From an optimization exercise on the open Yosys and OpenROAD flow, aimed at small area; shortcuts taken in it are not production practice.
Only simulation tests tie the RTL to the original design; equivalence was not proved.
Power is estimated from default activity; no workload was simulated. No driver is modelled on the clock port, so clocking that relies on it looks cheaper here than on a real chip.

== wip/cedar ==
==> flow/design.v <==
package cpuPkg;
    typedef enum logic [2:0] {
        StReset, StFetch, StDecode, StAluOp, StShiftOp, StMultOp, StMoveHiLo, StException
    } ctrlState_t;
    typedef enum logic {AluAdd, AluSub} aluOp_t;
    typedef enum logic [2:0] {ShNone, ShLoad, ShSll, ShSrl, ShSra} shiftOp_t;
    typedef enum logic [2:0] {WbAluOut, WbShift, WbHi, WbLo, WbSpInit} wbSrc_t;
    typedef enum logic [1:0] {ExcNone, ExcOverflow, ExcBadOpcode} excCause_t;
    parameter logic [6-1:0] OpTypeR = 6'b000000;
    parameter logic [6-1:0] OpAddi = 6'b001000;
    parameter logic [6-1:0] FnAdd = 6'b100000;
    parameter logic [6-1:0] FnSub = 6'b100010;
    parameter logic [6-1:0] FnMult = 6'b011000;
    parameter logic [6-1:0] FnMfhi = 6'b010000;
    parameter logic [6-1:0] FnMflo = 6'b010010;
    parameter logic [6-1:0] FnSll = 6'b000000;
    parameter logic [6-1:0] FnSrl = 6'b000010;
    parameter logic [6-1:0] FnSra = 6'b000011;
    parameter logic [6-1:0] FnSllv = 6'b000100;
    parameter logic [6-1:0] FnSrav = 6'b000111;
endpackage
module cpuCore (
    input  logic                    clk,
    input  logic                    rstN,
    input  logic [32-1:0]    instr,
    output logic [32-1:0]    instrAddr,
    output logic                    instrRead,
    output logic                    regWrEn,
    output logic [5-1:0]  regWrAddr,
    output logic [32-1:0]    regWrData,
    output logic                    excValid,
    output cpuPkg::excCause_t       excCause
);
    logic [4:0] phase;
    logic [1:0] rot;         
    logic       initDone;    
    logic [29:0] pc;
    wire p0  = phase == 5'd0;
    wire p30 = phase == 5'd30;
    wire p31 = phase == 5'd31;
    wire run = rot != 2'd0;
    wire clr = !run;
    wire [5:0] op = instr[31:26];
    wire [5:0] fn = instr[5:0];
    wire [4:0] rs = instr[25:21];
    wire [4:0] rt = instr[20:16];
    wire [4:0] rd = instr[15:11];
    wire isR    = op == 6'h00;
    wire isAddi = op == 6'h08;
    wire isAdd  = isR && fn == 6'h20;
    wire isSub  = isR && fn == 6'h22;
    wire isAlu  = isAddi || isAdd || isSub;
    wire isMult = isR && fn == 6'h18;
    wire isMf   = isR && (fn == 6'h10 || fn == 6'h12);
    wire isShI  = isR && (fn == 6'h00 || fn == 6'h02 || fn == 6'h03);
    wire isShV  = isR && (fn == 6'h04 || fn == 6'h07);
    wire isSh   = isShI || isShV;
    wire isUndef = !(isAlu || isMult || isMf || isSh);
    wire shLeft  = fn[1:0] == 2'b00;
    wire shArith = fn[0];
    wire [1:0] lastRot = (isUndef || isMf) ? 2'd1
                       : (isAlu || (isSh && shLeft)) ? 2'd2 : 2'd3;
    wire last = run && rot == lastRot;
    logic [31:1][31:0] gpr;
    logic [63:0] hl;         
    logic [31:0] c;          
    logic [31:0] x, xN;
    assign x = ~xN;
    logic [4:0]  amt;
    logic        cy, cy2, xsign, ysign, hiInWin;
    logic [4:0]  wbAddr;
    logic        wbEn;
    logic        cause;
    wire [4:0] rdAddr = (rot == 2'd1) ? rs : rt;
    logic [31:0] ringOut;
    always_comb begin
        ringOut[0] = 1'b0;
        for (int i = 1; i < 32; i++) ringOut[i] = gpr[i][0];
    end
    wire fwd = wbEn && wbAddr == rdAddr && rdAddr != 5'd0;
    wire port = fwd ? x[0] : ringOut[rdAddr];
    wire y = isMult && rot == 2'd2 && port;
    wire [31:0] s = hl[31:0];
    wire [31:0] pp = ~(xN | {32{!y}});
    wire [31:0] t = s ^ c ^ pp;
    wire [31:0] cn = (s & c) | (pp & (s | c));
    wire u0 = t[0];
    wire immBit = phase[4] ? instr[15] : instr[phase[3:0]];
    wire aIn = isMult ? u0 : x[0];
    wire bIn = isMult ? !(xsign && port) : ((isAddi ? immBit : port) ^ isSub);
    wire cin = p0 ? (isSub || isMult) : cy;
    wire sum = aIn ^ bIn ^ cin;
    wire cout = (aIn & bIn) | (aIn & cin) | (bIn & cin);
    wire ovf = cin ^ cout;
    wire b2 = !(ysign && x[0]);
    wire cin2 = p0 ? 1'b1 : cy2;
    wire hiBit = sum ^ b2 ^ cin2;
    wire cout2 = (sum & b2) | (sum & cin2) | (b2 & cin2);
    wire [4:0] shAmt = isShV ? amt : instr[10:6];
    wire [5:0] shCmp = {1'b0, phase} + {1'b0, shLeft ? shAmt : ~shAmt} + {5'd0, !shLeft};
    wire shTake = (rot == 2'd2) ? (shLeft != shCmp[5]) : !shCmp[5];
    wire spBit = (32'(227) >> phase) & 1'b1;
    wire mfBit = (hiInWin ^ fn[1]) ? u0 : hl[32];
    logic xShift, xIn;
    always_comb begin
        xShift = 1'b1;
        xIn = 1'b0;
        if (!run) begin
            xIn = initDone && spBit;
        end else if (rot == 2'd1) begin
            xIn = (isAlu || isMult) ? port : isMf ? mfBit : 1'b0;
        end else if (isAlu) begin
            xIn = sum;
        end else if (isSh) begin
            xShift = shTake;
            xIn = (rot == 2'd2) ? port : (shArith && x[31]);
        end else if (isMult) begin
            xShift = rot == 2'd3;
            xIn = x[0];
        end
    end
    always_ff @(posedge clk) begin
        for (int i = 1; i < 32; i++) begin
            gpr[i] <= {clr ? 1'b0 : (wbEn && wbAddr == 5'(i)) ? x[0] : gpr[i][0], gpr[i][31:1]};
        end
        hl <= {clr ? 1'b0 : (isMult && rot == 2'd3) ? hiBit : u0,
               hl[63:33],
               (clr || (isMult && rot != 2'd3)) ? 1'b0 : hl[32],
               t[31:1]};
        c <= cn;
        cy <= cout;
        cy2 <= cout2;
        if (p31) begin
            xsign <= x[31];
            ysign <= port;
            hiInWin <= (isMult && rot == 2'd3) ? 1'b0 : !hiInWin;
            wbAddr <= !run ? 5'(29) : isAddi ? rt : rd;
        end
        if (xShift) xN <= {!xIn, xN[31:1]};
        if (rot == 2'd1 && phase < 5'd5) amt <= {port, amt[4:1]};
        cause <= isUndef;
    end
    always_ff @(posedge clk or negedge rstN) begin
        if (!rstN) begin
            phase <= '0;
            rot <= '0;
            initDone <= 1'b0;
            pc <= '0;
            wbEn <= 1'b0;
            excValid <= 1'b0;
        end else begin
            phase <= phase + 5'd1;
            if (p31) begin
                if (!run) begin
                    initDone <= 1'b1;
                    if (initDone) rot <= 2'd1;
                end else begin
                    rot <= last ? 2'd1 : rot + 2'd1;
                end
                wbEn <= (!run && initDone) || (last && ((isAlu && !ovf) || isSh || isMf));
            end
            if (p30 && last) pc <= pc + 30'd1;
            excValid <= p31 && last && (isUndef || (isAlu && ovf));
        end
    end
    assign instrAddr = {pc, 2'b00};
    assign instrRead = 1'b1;
    assign regWrEn = wbEn && p0;
    assign regWrAddr = wbAddr;
    assign regWrData = x;
    assign excCause = cause ? cpuPkg::ExcBadOpcode : cpuPkg::ExcOverflow;
endmodule
clock: 10.0 ns
lec_check: 0
cap_margin: 20
core_margin: 2
core_utilization: 70
cts_buf_list: sky130_fd_sc_hd__clkbuf_16
cts_cluster_diameter: 50
cts_cluster_size: 28
gpl_routability_driven: 1
place_density: 0.8
slew_margin: 20
standard.sh (not shown) runs the stock make flow with config.mk's settings and CLKGATE_MAP_FILE= SYNTH_SCRIPT=/design/flow/synth_recipe.tcl, a recipe that flattens the netlist after the stock synthesis.
==> flow/flow/run.sh <==
#!/bin/bash
# Own layout flow: the standard ORFS flow (standard.sh, unchanged synthesis), with the
# clock tree built from clkbuf_16 leaf buffers without dummy loads, and the ports buffered
# with buf_1. All tool output goes to standard_flow.log here and to ORFS's own logs.
set -euo pipefail
export CTS_ARGS="-sink_clustering_enable -repair_clock_nets -dont_use_dummy_load -sink_clustering_size 32 -sink_clustering_max_diameter 80 -buf_list sky130_fd_sc_hd__clkbuf_16"
export BUFFER_PORTS_ARGS="-buffer_cell sky130_fd_sc_hd__buf_1"
bash standard.sh finish > standard_flow.log 2>&1
No stage failed in wip/cedar, and the final checks on the layout all came back clean.
The inputs of wip/ember differ from those of wip/cedar as listed below.
--- a/flow/flow/run.sh
+++ b/flow/flow/run.sh
@@ -5,3 +5,3 @@
 set -euo pipefail
-export CTS_ARGS="-sink_clustering_enable -repair_clock_nets -dont_use_dummy_load -sink_clustering_size 32 -sink_clustering_max_diameter 80 -buf_list sky130_fd_sc_hd__clkbuf_16"
+export CTS_ARGS="-sink_clustering_enable -repair_clock_nets -dont_use_dummy_load -sink_clustering_size 32 -sink_clustering_max_diameter 45 -buf_list sky130_fd_sc_hd__clkbuf_16"
 export BUFFER_PORTS_ARGS="-buffer_cell sky130_fd_sc_hd__buf_1"
==> run summary <==
- wip/ember | stages: all done | timing, DRC, antenna: all pass
- Against wip/cedar, ratio of routed vias to standard cells in wip/ember rose by a few percent.
- Time the worst path needs with I/O delays and setup: wip/ember vs wip/cedar up 82 ps
- From wip/cedar to wip/ember the numbers moved as follows: delay contributed by the slowest stage of the critical path ~0 delta, worst hold slack went down by 36 ps, total power rose by about 7%, part of the power in the clock network went up by 4.6 points.
For wip/juniper, these inputs were changed with respect to wip/ember:
--- a/flow/flow/run.sh
+++ b/flow/flow/run.sh
@@ -5,3 +5,3 @@
 set -euo pipefail
-export CTS_ARGS="-sink_clustering_enable -repair_clock_nets -dont_use_dummy_load -sink_clustering_size 32 -sink_clustering_max_diameter 45 -buf_list sky130_fd_sc_hd__clkbuf_16"
+export CTS_ARGS="-sink_clustering_enable -repair_clock_nets -dont_use_dummy_load -sink_clustering_size 28 -sink_clustering_max_diameter 50 -buf_list sky130_fd_sc_hd__clkbuf_16"
 export BUFFER_PORTS_ARGS="-buffer_cell sky130_fd_sc_hd__buf_1"
==> comparison <==
In the flow results for wip/ember and wip/juniper, the via count is smaller on wip/juniper. wip/juniper vs. wip/ember: met1 routed wirelength after detailed routing saw a decrease; final wirelength lower. The number of levels in the clock H-tree in wip/juniper was lower than what wip/ember gave.
--- input diff wip/juniper..wip/fjord ---
--- a/flow/flow/run.sh
+++ b/flow/flow/run.sh
@@ -5,3 +5,3 @@
 set -euo pipefail
-export CTS_ARGS="-sink_clustering_enable -repair_clock_nets -dont_use_dummy_load -sink_clustering_size 28 -sink_clustering_max_diameter 50 -buf_list sky130_fd_sc_hd__clkbuf_16"
+export CTS_ARGS="-sink_clustering_enable -repair_clock_nets -dont_use_dummy_load -sink_clustering_size 30 -sink_clustering_max_diameter 120 -buf_list sky130_fd_sc_hd__clkbuf_16"
 export BUFFER_PORTS_ARGS="-buffer_cell sky130_fd_sc_hd__buf_1"
Results
Per the final summary, wip/fjord finished and its layout is clean on timing, DRC and antenna. Wire length was lower in wip/juniper than in wip/fjord. Changes observed in wip/fjord relative to wip/juniper: initial antenna violation count fell by 2; per-cell routed wire length rose by 0.23 microns; number of vias per cell after detailed routing fell by 1.1%. Looking at wip/fjord and wip/juniper, the global-route usage is a wash.

==> port drivers added, routing unchanged <==
No port has a modelled driver above. Below, the same layouts with a new extraction and two added sets of constraints. Step 1 assumes that a clkbuf_16 drives the clock port and a buf_2 every other input. Step 2 adds t to the input delays and takes it off the output delays; t is the mean of the earliest and latest rising clock arrival at the registers after step 1. Input paths then give back, and output paths get back, about the clock's delay inside the block. Three values: ideal, step 1, step 2; two values: the first two.
run	shift t [ns]	slack for setup (ns)	latest minus earliest clock arrival (ns)	worst slew at a driven data input, ns
wip/cedar	0.635	3.863 / 3.900 / 3.264	0.087 / 0.087	0.03
wip/ember	0.644	3.781 / 3.819 / 3.175	0.074 / 0.074	0.04
wip/juniper	0.652	3.775 / 3.810 / 3.157	0.087 / 0.087	0.03
wip/fjord	0.638	3.788 / 3.825 / 3.187	0.065 / 0.066	0.03
After both steps setup and hold are still met in every run listed. The setup slack of wip/juniper, which loses most, moves by +0.035 ns with the drivers and by -0.618 ns with both steps.
